This design comes from an exercise in tuning for small area, a short achievable clock period and few clock cycles per item on the open sky130 flow, not from production work. Only simulation tests tie the RTL to the original design; equivalence was not proved. Power and IR drop assume default switching activity.

==> run a: inputs <==
Design paged_framebuffer_refresh_top, start of the top module:
module paged_framebuffer_refresh_top (
   input  logic        clock,
   input  logic        reset,
   input  logic        start,
   output logic        busy,
   input  logic [1:0]  req_command,
   input  logic [7:0]  req_x_coord,
   input  logic [7:0]  req_y_coord,
   input  logic        req_pixel_on,
   input  logic [9:0]  req_byte_index,
   input  logic [7:0]  req_byte_value,
   output logic        rsp_strobe,
   output logic        rsp_pixel_value,
   output logic        rsp_bus_valid,
   output logic        rsp_bus_is_data,
   output logic [7:0]  rsp_bus_byte,
   output logic        rsp_frame_done
);
   localparam int AW = pfbr_pkg::STORE_AW;
   localparam int LN = pfbr_pkg::RING_LEN;
   localparam int LW = pfbr_pkg::RING_LW;
   localparam int RW = pfbr_pkg::RING_W;
   localparam int SD = pfbr_pkg::SB_DEPTH;
   localparam int SW = pfbr_pkg::SB_W;
   logic          clear_ff;
   logic [LW:0]   clear_cnt_ff;
   logic [LW-1:0] phase_ff;           
   logic [LW-1:0] phase_next;         
   logic          busy_ff;
   assign busy = busy_ff;
   logic [SD-1:0] sb_valid;
   logic [RW-1:0] sb_ring [SD];
   logic [LW-1:0] sb_slot [SD];
   logic [7:0]    sb_byte [SD];
   logic          rt_valid;
   logic [SW-1:0] rt_entry;
   logic [RW-1:0] rt_ring;
   logic [7:0]    rt_byte;
   logic       a_valid;
   logic [1:0] a_cmd;
   logic [7:0] a_x, a_y;
   logic       a_on;
   logic [9:0] a_idx;
   logic [7:0] a_val;
   assign a_valid = start && !busy_ff;
   assign a_cmd   = req_command;
  ...
clock: 10.0 ns
lec_check: 0
cap_margin: 20
core_margin: 2
core_utilization: 50
cts_cluster_diameter: 100
cts_cluster_size: 24
setup_slack_margin: 5
slew_margin: 20
synth_memory_max_bits: 16384
standard.sh (not shown) runs the stock make flow with config.mk's settings and CLKGATE_MAP_FILE= SYNTH_SCRIPT=/design/flow/synth_recipe.tcl, a recipe that flattens the netlist after the stock synthesis.
==> flow/flow/run.sh <==
#!/bin/bash
set -euo pipefail
W=$PWD
MARGIN=${MARGIN:-6.5}

bash standard.sh synth > synth.log 2>&1

make -C "$FLOW_HOME" DESIGN_CONFIG="$FLOW_CONFIG" WORK_HOME="$W/orfs" CLKGATE_MAP_FILE= \
   SYNTH_SCRIPT="$W/synth_recipe.tcl" SETUP_SLACK_MARGIN=$MARGIN finish > layout.log 2>&1

R=$W/orfs/results/$FLOW_PLATFORM/paged_framebuffer_refresh_top/base
: # left out here: write the final layout as DEF
==> inputs of run b, as changes to run a <==
--- a/flow/design.v
+++ b/flow/design.v
@@ -1,21 +1,21 @@
 package pfbr_pkg;
    localparam int PANEL_WIDTH  = 128;
    localparam int PANEL_HEIGHT = 64;
    localparam int PAGE_COUNT   = (PANEL_HEIGHT + 7) / 8;
    localparam int STORE_BYTES  = PANEL_WIDTH * PAGE_COUNT;
    localparam int STORE_AW     = $clog2(STORE_BYTES);
    localparam int COL_W        = $clog2(PANEL_WIDTH);
    localparam int PAGE_W       = (PAGE_COUNT > 1) ? $clog2(PAGE_COUNT) : 1;
-   localparam int RING_LEN     = 16;
+   localparam int RING_LEN     = 8;
    localparam int RING_LW      = $clog2(RING_LEN);
    localparam int RING_COUNT   = STORE_BYTES / RING_LEN;
    localparam int RING_W       = $clog2(RING_COUNT);
-   localparam int SB_DEPTH     = 16;
+   localparam int SB_DEPTH     = 13;
    localparam int SB_W         = $clog2(SB_DEPTH);
    localparam logic [7:0] OP_PAGE      = 8'hB0;
    localparam logic [7:0] OP_COL_UPPER = 8'h10;
    localparam logic [7:0] OP_COL_LOWER = 8'h00;
    typedef enum logic [1:0] {
       CMD_SET_PIXEL  = 2'd0,
       CMD_GET_PIXEL  = 2'd1,
       CMD_WRITE_BYTE = 2'd2,
@@ -35,29 +35,31 @@
    parameter int GROUP = 8
 ) (
    input  logic                        clock,
    input  logic                        wr_en,
    input  logic                        wr_all,
    input  logic [$clog2(RINGS)-1:0]    wr_ring,
    input  logic [WIDTH-1:0]            wr_data,
    input  logic [$clog2(RINGS)-1:0]    rd_ring,
-   input  logic [LEN-1:0]              rd_place_sel,    
+   input  logic [$clog2(LEN)-1:0]      rd_place,
    output logic [WIDTH-1:0]            rd_data
 );
    localparam int GROUPS = RINGS / GROUP;
    logic [RINGS-1:0][LEN-1:0][WIDTH-1:0] place_ff;
    logic [GROUPS-1:0][WIDTH-1:0]         part_ff;
    logic [RINGS-1:0]                     wr_sel;
    logic [RINGS-1:0]                     rd_ring_sel;
+   logic [LEN-1:0]                       rd_place_sel;
    always_comb begin
       for (int r = 0; r < RINGS; r++) begin
          wr_sel[r]      = wr_all || (wr_en && (wr_ring == $clog2(RINGS)'(r)));
          rd_ring_sel[r] = (rd_ring == $clog2(RINGS)'(r));
       end
+      for (int k = 0; k < LEN; k++) rd_place_sel[k] = (rd_place == $clog2(LEN)'(k));
    end
    always_ff @(posedge clock) begin
       for (int r = 0; r < RINGS; r++) begin
          place_ff[r][0] <= wr_sel[r] ? wr_data
                                      : {place_ff[r][LEN-1][WIDTH-2:0], place_ff[r][LEN-1][WIDTH-1]};
          for (int k = 1; k < LEN; k++)
             place_ff[r][k] <= {place_ff[r][k-1][WIDTH-2:0], place_ff[r][k-1][WIDTH-1]};
       end
@@ -103,40 +105,42 @@
    localparam int LN = pfbr_pkg::RING_LEN;
    localparam int LW = pfbr_pkg::RING_LW;
    localparam int RW = pfbr_pkg::RING_W;
    localparam int SD = pfbr_pkg::SB_DEPTH;
    localparam int SW = pfbr_pkg::SB_W;
    logic          clear_ff;
    logic [LW:0]   clear_cnt_ff;
    logic [LW-1:0] phase_ff;           
-   logic [LW-1:0] phase_next;         
    logic          busy_ff;
    assign busy = busy_ff;
    logic [SD-1:0] sb_valid;
    logic [RW-1:0] sb_ring [SD];
    logic [LW-1:0] sb_slot [SD];
    logic [7:0]    sb_byte [SD];
    logic          rt_valid;
    logic [SW-1:0] rt_entry;
    logic [RW-1:0] rt_ring;
    logic [7:0]    rt_byte;
    logic       a_valid;
    logic [1:0] a_cmd;
    logic [7:0] a_x, a_y;
    logic       a_on;
    logic [9:0] a_idx;
    logic [7:0] a_val;
-   assign a_valid = start && !busy_ff;
-   assign a_cmd   = req_command;
-   assign a_x     = req_x_coord;
-   assign a_y     = req_y_coord;
-   assign a_on    = req_pixel_on;
-   assign a_idx   = req_byte_index;
-   assign a_val   = req_byte_value;
+   always_ff @(posedge clock) begin
+      if (reset) a_valid <= 1'b0;
+      else       a_valid <= start && !busy_ff;
+      a_cmd <= req_command;
+      a_x   <= req_x_coord;
+      a_y   <= req_y_coord;
+      a_on  <= req_pixel_on;
+      a_idx <= req_byte_index;
+      a_val <= req_byte_value;
+   end
    logic [pfbr_pkg::PAGE_W-1:0] page_ff;
    pfbr_pkg::phase_type         rphase_ff;
    logic [pfbr_pkg::COL_W-1:0]  column_ff;
    logic a_refresh, a_in_range;
    logic [AW-1:0] a_addr;
    logic [RW-1:0] a_ring;
    logic [LW-1:0] a_slot;
    logic          a_we;
@@ -184,34 +188,32 @@
          endcase
       end
    end
    logic          b1_valid, b1_we;
    logic [1:0]    b1_cmd;
    logic [RW-1:0] b1_ring;
    logic [LW-1:0] b1_slot;
    logic [LW-1:0] b1_place;
-   logic [LN-1:0] b1_place_sel;     
    logic [2:0]    b1_bit;
    logic          b1_on, b1_in_range;
    logic [7:0]    b1_val;           
    logic          b1_is_data, b1_frame_done;
    always_ff @(posedge clock) begin
       if (reset) begin
          b1_valid <= 1'b0;
          b1_we    <= 1'b0;
       end else begin
          b1_valid <= a_valid;
          b1_we    <= a_we;
       end
       b1_cmd        <= a_cmd;
       b1_ring       <= a_ring;
       b1_slot       <= a_slot;
       b1_place      <= phase_ff - a_slot;
-      for (int k = 0; k < LN; k++) b1_place_sel[k] <= ((phase_ff - a_slot) == LW'(k));
       b1_bit        <= a_y[2:0];
       b1_on         <= a_on;
       b1_in_range   <= a_in_range;
       b1_val        <= a_refresh ? a_cbyte : a_val;
       b1_is_data    <= a_is_data;
       b1_frame_done <= a_frame_done;
    end
    logic [7:0] ram_rd_data;        
@@ -221,17 +223,17 @@
       .LEN   (LN)
    ) u_frame_store (
       .clock     (clock),
       .wr_en     (rt_valid),
       .wr_all    (clear_ff),
       .wr_ring   (rt_ring),
       .wr_data   (clear_ff ? 8'h00 : rt_byte),
       .rd_ring   (b1_ring),
-      .rd_place_sel (b1_place_sel),
+      .rd_place  (b1_place),
       .rd_data   (ram_rd_data)
    );
    logic          c_valid, c_we;
    logic [1:0]    c_cmd;
    logic [RW-1:0] c_ring;
    logic [LW-1:0] c_slot;
    logic [2:0]    c_bit;
    logic          c_on, c_in_range;
@@ -294,17 +296,17 @@
       b2_entry      <= b1_cmatch ? c_wentry : b1_sbentry;
    end
    logic          b2_cmatch;
    logic [7:0]    b2_rdata;
    assign b2_cmatch = c_we && (c_ring == b2_ring) && (c_slot == b2_slot);
    always_comb begin
       if (b2_cmatch)   b2_rdata = c_wdata;
       else if (b2_fwd) b2_rdata = b2_fwd_byte;
-      else             b2_rdata = {ram_rd_data, ram_rd_data} >> b2_place[2:0];
+      else             b2_rdata = {ram_rd_data, ram_rd_data} >> b2_place;
    end
    always_ff @(posedge clock) begin
       if (reset) begin
          c_valid <= 1'b0;
          c_we    <= 1'b0;
       end else begin
          c_valid <= b2_valid;
          c_we    <= b2_we;
@@ -335,33 +337,36 @@
          c_wentry = '0;
          for (int e = SD - 1; e >= 0; e--) begin
             if (!sb_valid[e]) c_wentry = SW'(e);
          end
       end
    end
    logic          rt_next_valid;
    logic [SW-1:0] rt_next_entry;
+   logic [LW-1:0] phase_next;
+   assign phase_next = phase_ff + 1'b1;
    always_comb begin
       rt_next_valid = 1'b0;
       rt_next_entry = '0;
       for (int e = SD - 1; e >= 0; e--) begin
          if (sb_valid[e] && (sb_slot[e] == phase_next)) begin
             rt_next_valid = 1'b1;
             rt_next_entry = SW'(e);
          end
       end
    end
    logic [SW:0]   sb_used_ff;
    logic          sb_take, sb_free;
    logic [SW+1:0] sb_need;
    assign sb_take = c_we && !sb_valid[c_wentry];
    assign sb_free = rt_valid && !(c_we && (c_wentry == rt_entry));
    assign sb_need = (SW+2)'(sb_used_ff)
-                  + (SW+2)'(c_we) + (SW+2)'(b2_we) + (SW+2)'(b1_we) + (SW+2)'(!busy_ff);
+                  + (SW+2)'(c_we) + (SW+2)'(b2_we) + (SW+2)'(b1_we) + (SW+2)'(a_we)
+                  + (SW+2)'(!busy_ff);
    always_ff @(posedge clock) begin
       if (reset) sb_used_ff <= '0;
       else       sb_used_ff <= sb_used_ff + (SW+1)'(sb_take) - (SW+1)'(sb_free);
    end
    always_ff @(posedge clock) begin
       if (reset) begin
          sb_valid <= '0;
          rt_valid <= 1'b0;
@@ -383,23 +388,21 @@
             sb_slot[e] <= c_slot;
             sb_byte[e] <= c_wdata;
          end
       end
    end
    always_ff @(posedge clock) begin
       if (reset) begin
          phase_ff     <= '0;
-         phase_next   <= LW'(1);
          clear_ff     <= 1'b1;
          clear_cnt_ff <= '0;
          busy_ff      <= 1'b1;
       end else begin
-         phase_ff   <= phase_next;
-         phase_next <= phase_next + 1'b1;
+         phase_ff <= phase_ff + 1'b1;
          if (clear_ff) begin
             clear_cnt_ff <= clear_cnt_ff + 1'b1;
             if (clear_cnt_ff == (LW+1)'(LN)) clear_ff <= 1'b0;
          end
          busy_ff <= (clear_ff && (clear_cnt_ff != (LW+1)'(LN)))
                  || (sb_need >= (SW+2)'(SD));
       end
    end
==> flow/flow/run.sh (replaced) <==
#!/bin/bash
set -euo pipefail
W=$PWD
MARGIN=${MARGIN:-6.3}

bash standard.sh synth > synth.log 2>&1

make -C "$FLOW_HOME" DESIGN_CONFIG="$FLOW_CONFIG" WORK_HOME="$W/orfs" CLKGATE_MAP_FILE= \
   SYNTH_SCRIPT="$W/synth_recipe.tcl" SETUP_SLACK_MARGIN=$MARGIN finish > layout.log 2>&1

R=$W/orfs/results/$FLOW_PLATFORM/paged_framebuffer_refresh_top/base
: # left out here: write the final layout as DEF
- CORE_UTILIZATION: 50 -> 65
==> inputs of run c, as changes to run a <==
--- a/flow/design.v
+++ b/flow/design.v
@@ -27,25 +27,26 @@
       PHASE_LOWER = 2'd2,
       PHASE_DATA  = 2'd3
    } phase_type;
 endpackage
 module pfbr_ram #(
    parameter int WIDTH = 8,
    parameter int RINGS = 128,
    parameter int LEN   = 8,
-   parameter int GROUP = 8
+   parameter int GROUP = 8,
+   parameter int PARTS = 4
 ) (
    input  logic                        clock,
    input  logic                        wr_en,
    input  logic                        wr_all,
    input  logic [$clog2(RINGS)-1:0]    wr_ring,
    input  logic [WIDTH-1:0]            wr_data,
    input  logic [$clog2(RINGS)-1:0]    rd_ring,
-   input  logic [LEN-1:0]              rd_place_sel,    
+   input  logic [PARTS-1:0][LEN-1:0]   rd_place_sel,    
    output logic [WIDTH-1:0]            rd_data
 );
    localparam int GROUPS = RINGS / GROUP;
    logic [RINGS-1:0][LEN-1:0][WIDTH-1:0] place_ff;
    logic [GROUPS-1:0][WIDTH-1:0]         part_ff;
    logic [RINGS-1:0]                     wr_sel;
    logic [RINGS-1:0]                     rd_ring_sel;
    always_comb begin
@@ -63,17 +64,17 @@
       end
    end
    logic [RINGS-1:0][WIDTH-1:0]  ring_out;
    logic [GROUPS-1:0][WIDTH-1:0] part_in;
    always_comb begin
       for (int r = 0; r < RINGS; r++) begin
          ring_out[r] = '0;
          for (int k = 0; k < LEN; k++)
-            ring_out[r] = ring_out[r] | (place_ff[r][k] & {WIDTH{rd_place_sel[k]}});
+            ring_out[r] = ring_out[r] | (place_ff[r][k] & {WIDTH{rd_place_sel[r / (RINGS / PARTS)][k]}});
       end
       part_in = '0;
       for (int g = 0; g < GROUPS; g++)
          for (int i = 0; i < GROUP; i++)
             part_in[g] = part_in[g] | (ring_out[g*GROUP + i] & {WIDTH{rd_ring_sel[g*GROUP + i]}});
    end
    always_ff @(posedge clock) part_ff <= part_in;
    always_comb begin
@@ -159,16 +160,24 @@
       case (rphase_ff)
          pfbr_pkg::PHASE_PAGE:  a_cbyte = pfbr_pkg::OP_PAGE | {5'h0, page_ff};
          pfbr_pkg::PHASE_UPPER: a_cbyte = pfbr_pkg::OP_COL_UPPER;
          default:               a_cbyte = pfbr_pkg::OP_COL_LOWER;
       endcase
    end
    assign a_is_data    = (rphase_ff == pfbr_pkg::PHASE_DATA);
    assign a_frame_done = a_is_data && (column_ff == '0) && (page_ff == '1);
+   logic [7:0] a_val2;
+   always_comb begin
+      case (a_cmd)
+         pfbr_pkg::CMD_SET_PIXEL, pfbr_pkg::CMD_GET_PIXEL: a_val2 = {3'b000, a_in_range, a_on, a_y[2:0]};
+         pfbr_pkg::CMD_WRITE_BYTE:                         a_val2 = a_val;
+         default:                                          a_val2 = a_cbyte;
+      endcase
+   end
    always_ff @(posedge clock) begin
       if (reset) begin
          page_ff   <= '0;
          rphase_ff <= pfbr_pkg::PHASE_PAGE;
          column_ff <= pfbr_pkg::COL_W'(pfbr_pkg::PANEL_WIDTH - 1);
       end else if (a_valid && a_refresh) begin
          unique case (rphase_ff)
             pfbr_pkg::PHASE_PAGE:  rphase_ff <= pfbr_pkg::PHASE_UPPER;
@@ -184,62 +193,59 @@
          endcase
       end
    end
    logic          b1_valid, b1_we;
    logic [1:0]    b1_cmd;
    logic [RW-1:0] b1_ring;
    logic [LW-1:0] b1_slot;
    logic [LW-1:0] b1_place;
-   logic [LN-1:0] b1_place_sel;     
-   logic [2:0]    b1_bit;
-   logic          b1_on, b1_in_range;
+   logic [3:0][LN-1:0] b1_place_sel;  
    logic [7:0]    b1_val;           
    logic          b1_is_data, b1_frame_done;
    always_ff @(posedge clock) begin
       if (reset) begin
          b1_valid <= 1'b0;
          b1_we    <= 1'b0;
       end else begin
          b1_valid <= a_valid;
          b1_we    <= a_we;
       end
       b1_cmd        <= a_cmd;
       b1_ring       <= a_ring;
       b1_slot       <= a_slot;
       b1_place      <= phase_ff - a_slot;
-      for (int k = 0; k < LN; k++) b1_place_sel[k] <= ((phase_ff - a_slot) == LW'(k));
-      b1_bit        <= a_y[2:0];
-      b1_on         <= a_on;
-      b1_in_range   <= a_in_range;
-      b1_val        <= a_refresh ? a_cbyte : a_val;
+      for (int p = 0; p < 4; p++)
+         for (int k = 0; k < LN; k++)
+            b1_place_sel[p][k] <= (a_ring[RW-1:RW-2] == 2'(p)) && ((phase_ff - a_slot) == LW'(k));
+      b1_val        <= a_val2;
       b1_is_data    <= a_is_data;
       b1_frame_done <= a_frame_done;
    end
    logic [7:0] ram_rd_data;        
    pfbr_ram #(
       .WIDTH (8),
       .RINGS (pfbr_pkg::RING_COUNT),
-      .LEN   (LN)
+      .LEN   (LN),
+      .GROUP (16),
+      .PARTS (4)
    ) u_frame_store (
       .clock     (clock),
       .wr_en     (rt_valid),
       .wr_all    (clear_ff),
       .wr_ring   (rt_ring),
       .wr_data   (clear_ff ? 8'h00 : rt_byte),
       .rd_ring   (b1_ring),
       .rd_place_sel (b1_place_sel),
       .rd_data   (ram_rd_data)
    );
    logic          c_valid, c_we;
    logic [1:0]    c_cmd;
    logic [RW-1:0] c_ring;
    logic [LW-1:0] c_slot;
-   logic [2:0]    c_bit;
-   logic          c_on, c_in_range;
    logic [7:0]    c_val;
    logic          c_is_data, c_frame_done;
    logic [7:0]    c_rdata;
    logic          c_hit;           
    logic [SW-1:0] c_entry;
    logic [7:0]    c_wdata;
    logic [SW-1:0] c_wentry;        
    logic [7:0]    c_mask;
@@ -256,19 +262,17 @@
             b1_sbentry = SW'(e);
          end
       end
    end
    logic          b2_valid, b2_we;
    logic [1:0]    b2_cmd;
    logic [RW-1:0] b2_ring;
    logic [LW-1:0] b2_slot;
-   logic [LW-1:0] b2_place;
-   logic [2:0]    b2_bit;
-   logic          b2_on, b2_in_range;
+   logic [2:0]    b2_place;        
    logic [7:0]    b2_val;
    logic          b2_is_data, b2_frame_done;
    logic          b2_fwd;          
    logic [7:0]    b2_fwd_byte;
    logic          b2_hit;          
    logic [SW-1:0] b2_entry;
    always_ff @(posedge clock) begin
       if (reset) begin
@@ -276,61 +280,55 @@
          b2_we    <= 1'b0;
       end else begin
          b2_valid <= b1_valid;
          b2_we    <= b1_we;
       end
       b2_cmd        <= b1_cmd;
       b2_ring       <= b1_ring;
       b2_slot       <= b1_slot;
-      b2_place      <= b1_place;
-      b2_bit        <= b1_bit;
-      b2_on         <= b1_on;
-      b2_in_range   <= b1_in_range;
+      b2_place      <= b1_place[2:0];
       b2_val        <= b1_val;
       b2_is_data    <= b1_is_data;
       b2_frame_done <= b1_frame_done;
       b2_fwd        <= b1_cmatch || b1_sbhit;
       b2_fwd_byte   <= b1_cmatch ? c_wdata : sb_byte[b1_sbentry];
       b2_hit        <= b1_cmatch || (b1_sbhit && !(rt_valid && (rt_entry == b1_sbentry)));
       b2_entry      <= b1_cmatch ? c_wentry : b1_sbentry;
    end
    logic          b2_cmatch;
    logic [7:0]    b2_rdata;
    assign b2_cmatch = c_we && (c_ring == b2_ring) && (c_slot == b2_slot);
    always_comb begin
       if (b2_cmatch)   b2_rdata = c_wdata;
       else if (b2_fwd) b2_rdata = b2_fwd_byte;
-      else             b2_rdata = {ram_rd_data, ram_rd_data} >> b2_place[2:0];
+      else             b2_rdata = {ram_rd_data, ram_rd_data} >> b2_place;
    end
    always_ff @(posedge clock) begin
       if (reset) begin
          c_valid <= 1'b0;
          c_we    <= 1'b0;
       end else begin
          c_valid <= b2_valid;
          c_we    <= b2_we;
       end
       c_cmd        <= b2_cmd;
       c_ring       <= b2_ring;
       c_slot       <= b2_slot;
-      c_bit        <= b2_bit;
-      c_on         <= b2_on;
-      c_in_range   <= b2_in_range;
       c_val        <= b2_val;
       c_is_data    <= b2_is_data;
       c_frame_done <= b2_frame_done;
       c_rdata      <= b2_rdata;
       c_hit        <= b2_cmatch || b2_hit;
       c_entry      <= b2_cmatch ? c_wentry : b2_entry;
    end
-   assign c_mask = 8'(1) << c_bit;
+   assign c_mask = 8'(1) << c_val[2:0];
    always_comb begin
       if (c_cmd == pfbr_pkg::CMD_SET_PIXEL)
-         c_wdata = c_on ? (c_rdata | c_mask) : (c_rdata & ~c_mask);
+         c_wdata = c_val[3] ? (c_rdata | c_mask) : (c_rdata & ~c_mask);
       else
          c_wdata = c_val;
    end
    always_comb begin
       c_wentry = c_entry;
       if (!c_hit) begin
          c_wentry = '0;
          for (int e = SD - 1; e >= 0; e--) begin
@@ -409,17 +407,17 @@
    logic       bus_is_data_ff;
    logic [7:0] bus_byte_ff;
    logic       frame_done_ff;
    always_ff @(posedge clock) begin
       if (reset) rsp_strobe_ff <= 1'b0;
       else       rsp_strobe_ff <= c_valid;
    end
    always_ff @(posedge clock) begin
-      pixel_value_ff <= (c_cmd == pfbr_pkg::CMD_GET_PIXEL) && c_in_range && c_rdata[c_bit];
+      pixel_value_ff <= (c_cmd == pfbr_pkg::CMD_GET_PIXEL) && c_val[4] && c_rdata[c_val[2:0]];
       bus_valid_ff   <= (c_cmd == pfbr_pkg::CMD_REFRESH);
       bus_is_data_ff <= (c_cmd == pfbr_pkg::CMD_REFRESH) && c_is_data;
       if (c_cmd != pfbr_pkg::CMD_REFRESH) bus_byte_ff <= 8'h00;
       else if (c_is_data)                 bus_byte_ff <= c_rdata;
       else                                bus_byte_ff <= c_val;
       frame_done_ff  <= (c_cmd == pfbr_pkg::CMD_REFRESH) && c_frame_done;
    end
    assign rsp_strobe      = rsp_strobe_ff;
==> flow/flow/run.sh (replaced) <==
#!/bin/bash
set -euo pipefail
W=$PWD
MARGIN=${MARGIN:-6.7}

bash standard.sh synth > synth.log 2>&1

make -C "$FLOW_HOME" DESIGN_CONFIG="$FLOW_CONFIG" WORK_HOME="$W/orfs" CLKGATE_MAP_FILE= \
   SYNTH_SCRIPT="$W/synth_recipe.tcl" SETUP_SLACK_MARGIN=$MARGIN finish > layout.log 2>&1

R=$W/orfs/results/$FLOW_PLATFORM/paged_framebuffer_refresh_top/base
: # left out here: write the final layout as DEF
- GPL_ROUTABILITY_DRIVEN: unset -> 0
==> results.txt <==
Synthesized-area fraction occupied by and/or/nand/nor cells: run a 6.19%; run b 5.18%; run c 5.52%
Clock network power share: run a 31.5%; run b 29.8%; run c 33.0%
Area used by multi-input combinational logic: run a 60800 sq um; run b 66900 sq um; run c 62000 sq um
Maximum number of pins on one net before global-route repair: run a 121; run b 180; run c 101
Wire length of the first global-routing pass: run a 1170 mm; run b 1140 mm; run c 1180 mm
Post-route fraction of the period consumed by the critical path: run a 36.5%; run b 38.5%; run c 35.5%
Number of global-route vias before repair: run a 160k; run b 165k; run c 158k
Clock buffer count from CTS: run a 405; run b 404; run c 406
Initial standard-cell utilization of the core: run a 50.1%; run b 65.4%; run c 50.3%
Share of synthesized area spent on multiplexers: run a 1.02%; run b 0.790%; run c 1.16%
Sequential group share of total power: run a 61.2%; run b 58.7%; run c 64.0%
Area of the die: run a 492000 sq um; run b 390000 sq um; run c 491000 sq um
Synthesized-area fraction occupied by adder cells: run a 0.143%; run b 0.150%; run c 0.148%
Run status: run a complete, no violations; run b complete, no violations; run c complete, no violations
Met2 layer usage reported by global route: run a 50.2%; run b 58.0%; run c 50.4%
Number of non-clock buffers: run a 501; run b 374; run c 624
Met3 track utilization from global routing: run a 6.81%; run b 8.51%; run c 6.78%
Detailed-routed wire length on met2: run a 370 mm; run b 346 mm; run c 372 mm
Number of synthesized flops with an enable pin: run a 288; run b 234; run c 288
Worst setup path category: run a flip-flop to flip-flop; run b flip-flop to flip-flop; run c flip-flop to output pin
Data arrival time of the critical path: run a 4.49 ns; run b 4.70 ns; run c 1.55 ns
Testbench counts of run a, summed over its fixed seeds: cycles 42,267, items 41,952.
Testbench counts of run b, summed over its fixed seeds: cycles 42,098, items 41,952.
Testbench counts of run c, summed over its fixed seeds: cycles 42,267, items 41,952.

-- afterwards: timing with drivers on the ports --
In the flow no input, the clock included, has a driving cell. The finished layouts below were timed again as built, in two steps.
Step 1 (the two cells are an assumption about what drives the block):
set clk [get_ports {clock}]
set_driving_cell -lib_cell sky130_fd_sc_hd__clkbuf_16 $clk
set_driving_cell -lib_cell sky130_fd_sc_hd__buf_2 [delete_from_list [all_inputs] $clk]
Step 2 also shifts input and output timing later by t, the mid clock arrival at the registers, as if the neighbouring blocks saw the same clock.
Three values: no drivers, after step 1, after step 2; two values: the first two.
run | shift t [ns] | setup slack, ns | worst hold slack (ns) | worst setup path at the end
run a | 1.175 | 6.351 / 6.333 / 5.574 | 0.304 / 0.304 / 0.304 | input to register
run b | 1.114 | 6.146 / 6.146 / 6.146 | 0.308 / 0.308 / 0.308 | register to register
run c | 1.154 | 6.449 / 6.322 / 5.483 | 0.302 / 0.302 / 0.302 | input to register
After both steps setup and hold are still met in every run listed. For run c, which loses most, drivers alone change the setup slack by -0.127 ns; drivers and shift together by -0.966 ns.
